What follows belongs to an exercise in optimizing a design on an open flow for a short achievable clock period and few clock cycles; a production flow would make more cautious choices.
The RTL of this run was laid out without a check of its function.
Power is estimated from default activity; no workload was simulated.

==> flow/design.v <==
`default_nettype none
package isaPkg;
    typedef enum logic [5:0] {
        opRType = 6'h00,
        opJ     = 6'h02,
        opJal   = 6'h03,
        opBeq   = 6'h04,
        opBne   = 6'h05,
        opAddi  = 6'h08,
        opAddiu = 6'h09,
        opSlti  = 6'h0a,
        opLw    = 6'h23,
        opSw    = 6'h2b
    } opcodeT;
    typedef enum logic [5:0] {
        fnJr  = 6'h08,
        fnAdd = 6'h20,
        fnSub = 6'h22,
        fnAnd = 6'h24,
        fnSlt = 6'h2a
    } functT;
    typedef struct packed {
        logic [4:0] rd;
        logic [4:0] shamt;
        functT      funct;
    } rFieldsT;
    typedef union packed {
        rFieldsT     r;
        logic [15:0] imm;
    } lowHalfT;
    typedef struct packed {
        logic [4:0] rs;
        logic [4:0] rt;
        lowHalfT    low;
    } regFieldsT;
    typedef union packed {
        regFieldsT   f;
        logic [25:0] target;
    } bodyT;
    typedef struct packed {
        opcodeT opcode;
        bodyT   body;
    } instrT;
endpackage
`default_nettype wire
`default_nettype none
package corePkg;
    typedef enum logic [3:0] {
        stFetch, stDecode, stExecuteR, stExecuteI, stWriteBack,
        stMemAddress, stMemRead, stMemWrite, stLoadWriteBack,
        stBranch, stJump, stJumpLink, stJumpReg,
        stOverflowTrap, stOpcodeTrap
    } stateT;
    typedef enum logic [2:0] {
        aluAdd, aluSub, aluAnd, aluSetLess, aluPassA
    } aluOpT;
    typedef enum logic [2:0] {
        pcIncrement, pcAluOut, pcJumpTarget, pcRegA,
        pcOverflowVector, pcOpcodeVector
    } pcSourceT;
    typedef enum logic [1:0] {dstRt, dstRd, dstLink} regDstT;
    typedef enum logic [1:0] {wsAluOut, wsMemData, wsPc} writeSourceT;
    typedef enum logic {srcAPc, srcARegA} aluSrcAT;
    typedef enum logic [1:0] {srcBRegB, srcBFour, srcBSignImm, srcBBranchOffset} aluSrcBT;
    typedef struct packed {
        logic        pcWrite;
        pcSourceT    pcSource;
        logic        irWrite;
        logic        regWrite;
        regDstT      regDst;
        writeSourceT writeSource;
        aluSrcAT     aluSrcA;
        aluSrcBT     aluSrcB;
        aluOpT       aluOp;
        logic        memRequest;
        logic        memWrite;
        logic        memUsesAlu;
    } controlWordT;
    typedef struct packed {
        logic                   cyc;
        logic                   stb;
        logic                   we;
        logic [32-1:0] adr;
        logic [32-1:0] dat;
    } wbRequestT;
    typedef struct packed {
        logic [32-1:0] dat;
        logic                   ack;
    } wbResponseT;
endpackage
`default_nettype wire
`timescale 1ns/100ps
`default_nettype none
module mipsTop (
    input  logic        clock,
    input  logic        reset,
    input  logic        wb_ack_i,
    input  logic [31:0] wb_dat_i,
    output logic        wb_cyc_o,
    output logic        wb_stb_o,
    output logic        wb_we_o,
    output logic [31:0] wb_adr_o,
    output logic [31:0] wb_dat_o
);
    localparam logic [5:0] OP_R = 6'h00, OP_J = 6'h02, OP_JAL = 6'h03, OP_BEQ = 6'h04,
                           OP_BNE = 6'h05, OP_ADDI = 6'h08, OP_ADDIU = 6'h09,
                           OP_SLTI = 6'h0a, OP_LW = 6'h23, OP_SW = 6'h2b;
    localparam logic [5:0] FN_JR = 6'h08, FN_ADD = 6'h20, FN_SUB = 6'h22, FN_AND = 6'h24,
                           FN_SLT = 6'h2a;
    logic        active;         
    logic [31:0] pcN;            
    logic [31:0] ir;
    logic [31:0] regA;           
    logic [31:0] regB;           
    logic [31:0] opB;            
    logic        cin;            
    logic [31:0] brOff;          
    logic        sMem, sSw, sLw, sOvf, sBeq, sBne, sJ, sJr, sIll;
    logic        sAnd, sSlt, sJal;
    logic        wbEn;           
    logic [31:1] wbSel;          
    logic [31:0][31:0] rf;       
    logic [32:0] sum;
    logic        ovf;
    logic        lt;
    logic        eq;
    logic        taken;
    logic        trap;
    logic [31:0] pc4;
    logic [31:0] brT;
    logic [31:0] aluRes;
    logic [31:0] adr;
    assign sum   = {1'b0, regA} + {1'b0, opB} + {32'b0, cin};
    assign ovf   = (regA[31] == opB[31]) && (sum[31] != regA[31]);
    assign lt    = sum[31] ^ ovf;
    assign eq    = (regA == regB);
    assign taken = (sBeq && eq) || (sBne && !eq);
    assign trap  = sOvf && ovf;
    assign pc4   = pcN + 32'd4;
    assign brT   = pcN + brOff;
    always_comb begin
        if (sAnd)      aluRes = regA & regB;
        else if (sSlt) aluRes = {31'b0, lt};
        else           aluRes = sum[31:0];
    end
    always_comb begin
        if (sMem)       adr = sum[31:0];
        else if (trap)  adr = 32'h0000_0100;
        else if (taken) adr = brT;
        else if (sJr)   adr = regA;
        else if (sJ)    adr = {pc4[31:28], ir[25:0], 2'b00};
        else if (sIll)  adr = 32'h0000_0180;
        else            adr = pc4;
    end
    assign wb_cyc_o = active;
    assign wb_stb_o = active;
    assign wb_we_o  = sSw;
    assign wb_adr_o = adr;
    assign wb_dat_o = regB;
    logic [5:0]  dOp, dFn;
    logic [4:0]  dRs, dRt, dRd;
    logic        dR, dAdd, dSub, dAnd, dSlt, dJr;
    logic        dAddi, dAddiu, dSlti, dBeq, dBne, dLw, dSw, dJ, dJal, dIll;
    logic        dUseImm, dSubMode;
    logic [31:0] dSimm;
    logic [4:0]  dDest;
    logic        dWrites;
    logic [31:0] rsVal, rtVal;
    assign dOp  = wb_dat_i[31:26];
    assign dFn  = wb_dat_i[5:0];
    assign dRs  = wb_dat_i[25:21];
    assign dRt  = wb_dat_i[20:16];
    assign dRd  = wb_dat_i[15:11];
    assign dSimm = {{16{wb_dat_i[15]}}, wb_dat_i[15:0]};
    assign dR     = (dOp == OP_R);
    assign dAdd   = dR && (dFn == FN_ADD);
    assign dSub   = dR && (dFn == FN_SUB);
    assign dAnd   = dR && (dFn == FN_AND);
    assign dSlt   = dR && (dFn == FN_SLT);
    assign dJr    = dR && (dFn == FN_JR);
    assign dAddi  = (dOp == OP_ADDI);
    assign dAddiu = (dOp == OP_ADDIU);
    assign dSlti  = (dOp == OP_SLTI);
    assign dBeq   = (dOp == OP_BEQ);
    assign dBne   = (dOp == OP_BNE);
    assign dLw    = (dOp == OP_LW);
    assign dSw    = (dOp == OP_SW);
    assign dJ     = (dOp == OP_J);
    assign dJal   = (dOp == OP_JAL);
    assign dIll   = !(dAdd || dSub || dAnd || dSlt || dJr || dAddi || dAddiu || dSlti ||
                      dBeq || dBne || dLw || dSw || dJ || dJal);
    assign dUseImm  = dAddi || dAddiu || dSlti || dLw || dSw;
    assign dSubMode = dSub || dSlt || dSlti;
    always_comb begin
        if (dJal)                          dDest = 5'd31;
        else if (dAdd || dSub || dAnd || dSlt) dDest = dRd;
        else                               dDest = dRt;
    end
    assign dWrites = (dAdd || dSub || dAnd || dSlt || dAddi || dAddiu || dSlti || dLw || dJal)
                     && (dDest != 5'd0);
    always_comb begin
        rsVal = '0;
        rtVal = '0;
        for (int k = 1; k < 32; k++) begin
            if (dRs == 5'(k)) rsVal = rsVal | rf[k];
            if (dRt == 5'(k)) rtVal = rtVal | rf[k];
        end
    end
    logic fetchAck;
    logic dataAck;
    assign fetchAck = active && wb_ack_i && !sMem;
    assign dataAck  = active && wb_ack_i && sMem;
    always_ff @(posedge clock) begin
        if (reset) begin
            active <= 1'b0;
        end else begin
            active <= 1'b1;
        end
    end
    always_ff @(posedge clock) begin
        if (reset) begin
            pcN  <= 32'hffff_fffc;      
            sMem <= 1'b0; sSw <= 1'b0; sLw <= 1'b0; sOvf <= 1'b0;
            sBeq <= 1'b0; sBne <= 1'b0; sJ <= 1'b0; sJr <= 1'b0; sIll <= 1'b0;
            sJal <= 1'b0;
            wbEn <= 1'b0;
        end else if (fetchAck) begin
            pcN  <= adr;
            sMem <= dLw || dSw;
            sSw  <= dSw;
            sLw  <= dLw;
            sOvf <= dAdd || dSub || dAddi;
            sBeq <= dBeq;
            sBne <= dBne;
            sJ   <= dJ || dJal;
            sJr  <= dJr;
            sIll <= dIll;
            sJal <= dJal;
            wbEn <= dWrites;
        end else if (dataAck) begin
            sMem <= 1'b0; sSw <= 1'b0; sLw <= 1'b0;
            wbEn <= 1'b0;
        end
    end
    always_ff @(posedge clock) begin
        if (fetchAck) begin
            ir    <= wb_dat_i;
            regA  <= rsVal;
            regB  <= rtVal;
            opB   <= (dUseImm ? dSimm : rtVal) ^ {32{dSubMode}};
            cin   <= dSubMode;
            brOff <= {dSimm[29:0], 2'b00} + 32'd4;
            sAnd  <= dAnd;
            sSlt  <= dSlt || dSlti;
            for (int k = 1; k < 32; k++) wbSel[k] <= (dDest == 5'(k));
        end
    end
    logic        wbGo;
    logic [31:0] wbData;
    assign wbGo   = wbEn && (sLw ? dataAck : !trap);
    assign wbData = sLw ? wb_dat_i : (sJal ? pc4 : aluRes);
    assign rf[0] = '0;
    for (genvar k = 1; k < 32; k++) begin : gReg
        logic [31:0] q;
        always_ff @(posedge clock) begin
            if (wbGo && wbSel[k]) q <= wbData;
        end
        assign rf[k] = q;
    end
endmodule
`default_nettype wire
==> flow/run.sh <==
#!/bin/bash
# synth_recipe.tcl (not shown) runs the flow's synth.tcl, then flattens the netlist and writes it again
# the make line also repeats each setting of config.mk as NAME=value (left out here)
make -C /OpenROAD-flow-scripts/flow DESIGN_CONFIG=/design/flow/config.mk WORK_HOME=/design/flow/orfs CLKGATE_MAP_FILE= SYNTH_SCRIPT=/design/flow/synth_recipe.tcl finish
==> flow/config.mk <==
export PLATFORM = sky130hd
export DESIGN_NAME = mipsTop
export DESIGN_NICKNAME = mipsTop
export VERILOG_FILES = /design/flow/design.v
export SDC_FILE = /design/flow/constraint.sdc
export NUM_CORES = 4
export LEC_CHECK = 0
export CAP_MARGIN = 20
export CORE_MARGIN = 2
export CORE_UTILIZATION = 40
export SLEW_MARGIN = 20
==> flow/constraint.sdc <==
create_clock -name core_clock -period 10.0 [get_ports {clock}]
set_input_delay 2.0000 -clock core_clock [delete_from_list [all_inputs] [get_ports {clock}]]
set_output_delay 2.0000 -clock core_clock [all_outputs]
set_load 0.01 [all_outputs]
==> out/metrics.csv <==
metric,value,unit
outcome,timing/DRC/antenna clean,
Tmin final,7.03,ns
TritonCTS Buffers,121,
Die H,375,µm
post-synth cell types,82,
Final Core Density,0.461,
DRC viols,0,
detailed placer's ending HPWL,134000,µm
synth warn,1,
Slew headroom,0.160,
Core Box Area,0.137,mm²
peak supply drop,0.178,mV
Antenna Nets Post-Route,0,
total gr overflow,0,
crit path kind,flop to output pin,
Startpoint Class,flop,
"commonest non-fill, non-tap cell in the layout",edfxtp_1,
Final Max Slew Viols,0,
first-pass GRT wire length,335000,µm
Mean Syn Cell Area,13.6,µm²
layout cells sized above 1,0.118,
cts hold-fix bufs,0,
Worst R2R Setup Slack,4.77,ns
Critical Path AT,5.03,ns
die area,0.141,mm²
PortBufs,101,
PD cells,189,mW/mm²
# setup viols final,0,
root buffer cell,clkbuf_16,
DR vias,44700,
DRT iter0 DRCs,8773,
CTS tree,done,
Routed WL,249000,µm
RePlAce Congestion,0.926,
final hold viol count,0,
post-synthesis sequential area ratio,0.652,
Die Width,375,µm
RSZ-0062 raised after global routing,no,
initial antenna violation count,9,
area added between synthesis and finish,14.8,%
synthesized area,0.0550,mm²
Post-synth EDFFs,1165,
H-tree levels,3,
Syn Nets,4183,
NumNets Final,4266,
setup_tns,0,ns
largest net degree at the start of global routing,114,
PostCTS Resize Cnt,0,
worst-skew pair later-pin latency,0.78,ns
drt first pass iters,13,
ys flop type,edfxtp_1,
Leak,20.5,nW
f_max,142,MHz
most frequent cells in the layout,"edfxtp_1 (1165), a22oi_1 (524), a221oi_1 (215)",
IO Count,102,
reported max-cap violation count,0,
crit end category,output pin,
async set-or-reset flop fraction in the synthesized netlist,0,
number of global-route vias before repair,41900,
starting density of the core,0.402,
Critical Path RT,8.00,ns
Seq cells post-synth,1209,
period utilization,0.703,
GRT Overall Usage,0.342,
postcts setup bufs,0,
"Clk pin slew, worst setup/hold paths",0.07,ns
Syn Inst Count,4050,
CP Max Fanout,42,
Least-Margin Pin Slew,1.26,ns
Row Count,136,
Clock Path Buffers,3,
Sink Count,1209,
skew final,0.0507,ns
DR WL/cell,41.2,µm
vias per inst,7.40,
hold crit path type,flop to flop,
-- kinds of logic after synthesis --
logic type	after synthesis	synth area share
XOR/XNOR	127	0.0202
multiplexers	27	0.00528
AO/OA/AOI/OAI	1439	0.200
flip-flops	1209	0.652
buffers and inverters	330	0.0236
AND/OR/NAND/NOR	819	0.0763
adder cells (fa/ha/maj)	99	0.0229
-- power by group --
group | switching, mW | internal, mW | leakage [nW] | total (mW)
clock | 2.09 | 2.80 | 2.02 | 4.89
combinational | 0.858 | 0.399 | 7.39 | 1.26
sequential | 0.0642 | 5.71 | 11.0 | 5.78
total | 3.01 | 8.91 | 20.5 | 11.9
-- registers in the layout, summed over array words and instances (netlist names), 17 cells and up --
signal and count:
brOff 17, gReg.q 992, ir 26, opB 32
pcN 32, regA 32, regB 32, wbSel 31
-- final cells by class --
type	instances	area [µm²]
tap	1794	2240
inverter	45	176
multi-input combinational	2511	18600
clock buffer	144	3110
antenna	7	17.5
clock inverter	85	1050
sequential	1209	35900
fill	11900	73800
timing repair buffer	245	2110
-- stage by stage --
stage	hold slack, ns	area [µm²]	total power [mW]	instances	worst slack [ns]
global route	0.492	63200	12.2	6033	2.85
finish	0.477	63200	11.9	6040	2.97
CTS	0.474	63100	11.8	6029	3.02
detailed placement	0.461	58900	7.07	5800	3.83
global placement	0.452	58900	7.07	5800	3.79
floorplan	0.444	55000	6.52	4050	2.27
-- routing by layer --
metal | GRT usage | share of wire | vias to the layer above
li1 | - | - | 17100
met1 | 0.419 | 0.33 | 21700
met2 | 0.502 | 0.42 | 4591
met3 | 0.148 | 0.17 | 1248
met4 | 0.198 | 0.074 | 10
met5 | 0.00961 | 0.00068 | -
-- critical path: stages, from the launching register on --
cell and delay, ns:
edfxtp_1 0.53, ha_1 0.33, nor4_1 0.57, nand4_1 0.26, nor2_1 0.34, mux2i_4 0.27
buf_4 0.46, o21ai_0 0.27, a32o_1 0.28, nand3_1 0.08, o21ai_0 0.25, clkdlybuf4s50_1 0.59
-- synthesized netlist by cell type (all sizes together) (6+ instances only) --
cell type	n	area, µm²
nor4	14	124
a21o	35	263
and4	6	52.6
o22ai	6	51.3
dfxtp	44	881
nor3	23	115
o21a	8	60.1
or3	39	244
edfxtp	1165	35000
clkbuf	260	977
inv	44	165
o211ai	29	218
and3	44	275
a31oi	10	62.6
a22oi	524	3930
nand3	174	871
a221o	12	120
a21oi	117	604
a222oi	64	641
nor2b	7	43.8
or4	35	263
o31ai	12	90.1
nand3b	6	45.0
mux2	6	67.6
nor2	165	619
nand2	155	582
o21ai	139	707
a211oi	13	97.6
o21bai	9	67.6
mux2i	21	223
a221oi	222	1940
nand2b	13	81.3
nand4	119	744
or2	11	68.8
xor2	42	368
buf	25	151
xnor2	85	744
ha	95	1190
a22o	193	1690
-- path summary, 6_finish.rpt --
check | start | endpoint | depth (start not counted)
worst max-delay path | regA[5]$_DFFE_PP_ | wb_adr_o[0] | 11
worst min-delay path | pcN[1]$_SDFFE_PP0P_ | pcN[1]$_SDFFE_PP0P_ | 2
worst max register to register | regA[0]$_DFFE_PP_ | gReg[2].q[22]$_DFFE_PP_ | 12
worst min register to register | pcN[1]$_SDFFE_PP0P_ | pcN[1]$_SDFFE_PP0P_ | 2

[port drivers added, routing unchanged]
Ports are ideal in the flow. The routed layout listed here was re-timed in OpenROAD.
Step 1, drivers: a clkbuf_16 drives clock and a buf_2 each remaining input, both assumed.
Step 2, shift: input delay + t, output delay - t, t = (earliest + latest rising clock arrival at the registers) / 2. This alone moves slack from input paths to output paths.
Slacks: ideal / step 1 / step 2; pairs: ideal / step 1.
t (ns): 0.847
setup WS [ns]: 2.972 / 2.884 / 3.731
hold WS [ns]: 0.477 / 0.477 / 0.477
After both steps setup and hold are still met in this run. For this run, drivers alone change the setup slack by -0.088 ns; drivers and shift together by +0.759 ns.
